Source: an optimization exercise on an open RTL-to-GDS flow (aim: small area and a short achievable clock period). Production flows keep margins and buffers that such runs may drop.
Where RTL was checked, it was by simulation tests only, not by an equivalence proof against the original.
Power figures rest on the tool's default switching activity, not on a simulated workload.

Setup of main:
Design pe_with_buffers, start of the top module:
module pe_with_buffers (
    input  logic        clk,
    input  logic        rst_n,
    input  logic        cyc,
    input  logic        stb,
    input  logic        we,
    input  logic [2:0]  adr,
    input  logic [31:0] dat_w,
    output logic [31:0] dat_r,
    output logic        ack,
    output logic        m_valid,
    output logic [24:0] m_beat,
    output logic        pe_ready,
    output logic        pe_idle
);
Size: roughly 1000 flip-flops, about 100 I/O pins, roughly 0.040 mm^2 of cells after synthesis.
make LEC_CHECK=0 CAP_MARGIN=20 CORE_MARGIN=2 CORE_UTILIZATION=40 PLACE_DENSITY=0.6 SLEW_MARGIN=20 finish   # period 10.0 ns
run.sh (not shown) runs the stock make flow with config.mk's settings and CLKGATE_MAP_FILE= SYNTH_SCRIPT=/design/flow/synth_recipe.tcl, a recipe that flattens the netlist after the stock synthesis.
main closes out successfully: all stages finished, all timing, DRC and antenna checks passed.
Inputs modified between main and the feature branch:
-- flow/config.mk --
<<< main, line 8
>>> the feature branch, line 8
export ABC_CLOCK_PERIOD_IN_PS = 2500
<<< main, line 10
export CORE_UTILIZATION = 40
export PLACE_DENSITY = 0.6
>>> the feature branch, line 11
export CORE_UTILIZATION = 60
export PLACE_DENSITY = 0.7
Findings:
The feature branch against main: final clock period utilization by the worst path rose by 3.9 points; floorplan die height fell by 58 um; power after layout rose by about 2%; via count of the first global-routing pass fell by about 1.2%.
The feature branch reports its peak-usage layer in the global routing report as met1 while main reports met2.
The feature branch vs main — global-route usage rose 6.7 points.
Summary of the feature branch over main: final instance count without filler cells has decreased; clock power share went up.
Changes observed in the feature branch relative to main: global-route track usage on met1 grew by 12 points, post-route worst setup slack shrank by 390 ps.
Diff main -> the feature branch | combinational group share of total power | increase of 0.3 points
Function was not checked in any run of this note: the RTL went through the layout flow alone.

========
Setup of run A:
Another version of the RTL of pe_with_buffers (not shown whole).
Size: ~2700 cells after synthesis, ~100 I/O pins.
clock: 10.0 ns
lec_check: 0
abc_clock_period_in_ps: 3000
cap_margin: 20
core_margin: 2
core_utilization: 65
place_density: 0.75
setup_slack_margin: 5
slew_margin: 20
[inputs] run D vs run A
Settings: CORE_UTILIZATION changed from 65 to 40; PLACE_DENSITY changed from 0.75 to 0.6.
Findings:
The die used by run D is larger than the one used by run A. Pin count of the biggest net entering global routing (run D vs. run A) decreases slightly. Clock power share delta for run D relative to run A: 1.4 points lower. On longest individual stage delay on the worst path, the higher figure sits with run D, not run A. In the metrics for run A and run D, the one carrying the higher combinational power share is run D. The non-clock buffer count in run D was higher than what run A gave. For the switching part of the total, run D came in 0.32 points higher than run A did. From run D to run A, number of placed I/O pins did not move at all. Run D vs. run A: final routed wirelength across all metal layers shrank by about 4%, first-pass GRT wire length shows a reduction of 3.7%, global-route usage fell 12 points.
No run of this note included a check of the RTL's function; only the layout flow was run.

========
Another version of the RTL of pe_with_buffers (not shown whole).
For scale: about 2600 cells after synthesis, roughly 1000 flip-flops, about 100 I/O pins, about 0.039 mm2 of cells after synthesis.
clock: 10.0 ns
lec_check: 0
abc_area: 1
cap_margin: 20
core_margin: 2
core_utilization: 62
cts_cluster_diameter: 60
cts_cluster_size: 25
place_density: 0.74
setup_slack_margin: 5
slew_margin: 20
tns_end_percent: 100
Change:
==> flow/flow/run.sh (new file) <==
#!/bin/bash
# The standard layout (standard.sh, unchanged synthesis), with timing repair
# aimed below the clock period and plain buffers on the ports.
set -euo pipefail
cd "$(dirname "${BASH_SOURCE[0]}")/.."
bash standard.sh SETUP_SLACK_MARGIN=6.7 TNS_END_PERCENT=100 \
    "BUFFER_PORTS_ARGS=-buffer_cell sky130_fd_sc_hd__buf_2" finish > flow_make.log 2>&1
==> flow/standard.sh (new file) <==
#!/bin/bash
# synth_recipe.tcl (not shown) runs the flow's synth.tcl, then flattens the netlist and writes it again
# the make line also repeats each setting of config.mk as NAME=value (left out here)
make -C /OpenROAD-flow-scripts/flow DESIGN_CONFIG=/design/flow/config.mk WORK_HOME=/design/flow/orfs CLKGATE_MAP_FILE= SYNTH_SCRIPT=/design/flow/synth_recipe.tcl "${@:-finish}"
--- a/flow/config.mk
+++ b/flow/config.mk
@@ -15 +14,0 @@
-export SETUP_SLACK_MARGIN = 5
@@ -17 +15,0 @@
-export TNS_END_PERCENT = 100
removed: flow/run.sh
After rerunning: Hold slack is worse by 0.0087 ns. Final area goes up by 4.2%. Critical path depth goes down by 13. Non-clock buffer count goes up by 98. Total power goes up by 4.6%. Synthesized cell count stays the same. Area after synthesis stays the same. Wire length goes up by 6.0%.

========
## the reference run
pe_with_buffers, a different RTL version from the one above (not shown whole).
Size in the first run: ~2400 cells after synthesis, roughly 1100 flip-flops, ~100 I/O pins, roughly 41000 um^2 of cells after synthesis.
==> flow/config.mk <==
export PLATFORM = sky130hd
export DESIGN_NAME = pe_with_buffers
export DESIGN_NICKNAME = pe_with_buffers
export VERILOG_FILES = /design/flow/design.v
export SDC_FILE = /design/flow/constraint.sdc
export NUM_CORES = 4
export LEC_CHECK = 0
export CAP_MARGIN = 20
export CORE_MARGIN = 2
export CORE_UTILIZATION = 40
export PLACE_DENSITY = 0.6
export SLEW_MARGIN = 20
==> flow/constraint.sdc <==
create_clock -name core_clock -period 10.0 [get_ports {clk}]
set_input_delay 2.0000 -clock core_clock [delete_from_list [all_inputs] [get_ports {clk}]]
set_output_delay 2.0000 -clock core_clock [all_outputs]
set_load 0.01 [all_outputs]
standard.sh (not shown) runs the stock make flow with config.mk's settings and CLKGATE_MAP_FILE= SYNTH_SCRIPT=/design/flow/synth_recipe.tcl, a recipe that flattens the netlist after the stock synthesis.
==> flow/flow/run.sh <==
#!/bin/bash
# The standard layout (standard.sh, unchanged synthesis), with timing repair
# aimed below the clock period and plain buffers on the ports.
set -euo pipefail
cd "$(dirname "${BASH_SOURCE[0]}")/.."
bash standard.sh SETUP_SLACK_MARGIN=6.7 TNS_END_PERCENT=100 \
    "BUFFER_PORTS_ARGS=-buffer_cell sky130_fd_sc_hd__buf_2" finish > flow_make.log 2>&1
Here is what was changed in the inputs of the trial run compared with the reference run.
Settings: swapping 0.6 for 0.72 in PLACE_DENSITY; swapping 40 for 60 in CORE_UTILIZATION.
Results
Going from the reference run to the trial run, signed area change from the synthesized netlist to the final layout went down; final design instance area without fill shrank by about 2%; met1 wire length -about 7.5%; final cell count -about 12%.
Delta (the trial run minus the reference run): non-clock buffer count now smaller; combinational power now smaller.
No functional check of the RTL was part of any run of this note.

-- re-timing with driven ports --
How much do the figures lean on ideal ports? The routed layouts below were timed once more, with nothing changed but the port constraints.
Step 1 assumes that a clkbuf_16 drives the clock port and a buf_2 every other input.
Step 2, shift: input delay + t, output delay - t, t = (earliest + latest rising clock arrival at the registers) / 2. This alone moves slack from input paths to output paths.
Three values: ideal ports, drivers, drivers and shift; two values: the first two.
run | shift t [ns] | setup WS [ns] | hold slack, ns | latest minus earliest clock arrival (ns)
main | 0.722 | 2.616 / 2.616 / 2.616 | 0.408 / 0.408 / 0.408 | 0.029 / 0.028
the feature branch | 0.710 | 2.224 / 2.224 / 2.224 | 0.406 / 0.406 / 0.406 | 0.038 / 0.038
run A | 0.725 | 4.976 / 4.976 / 4.594 | 0.412 / 0.412 / 0.412 | 0.055 / 0.054
run D | 0.746 | 4.980 / 4.980 / 4.862 | 0.376 / 0.376 / 0.376 | 0.055 / 0.055
the first run of note 3 | 0.708 | 5.376 / 5.337 / 4.800 | 0.411 / 0.411 / 0.411 | 0.029 / 0.029
the second run of note 3 | 0.713 | 6.434 / 6.367 / 5.833 | 0.402 / 0.402 / 0.402 | 0.054 / 0.054
the reference run | 0.758 | 5.961 / 5.961 / 5.666 | 0.367 / 0.367 / 0.367 | 0.080 / 0.079
the trial run | 0.728 | 5.956 / 5.956 / 5.655 | 0.383 / 0.383 / 0.383 | 0.051 / 0.050
After both steps every run listed still meets setup and hold. The setup slack of the second run of note 3, which loses most, moves by -0.067 ns with the drivers and by -0.601 ns with both steps.
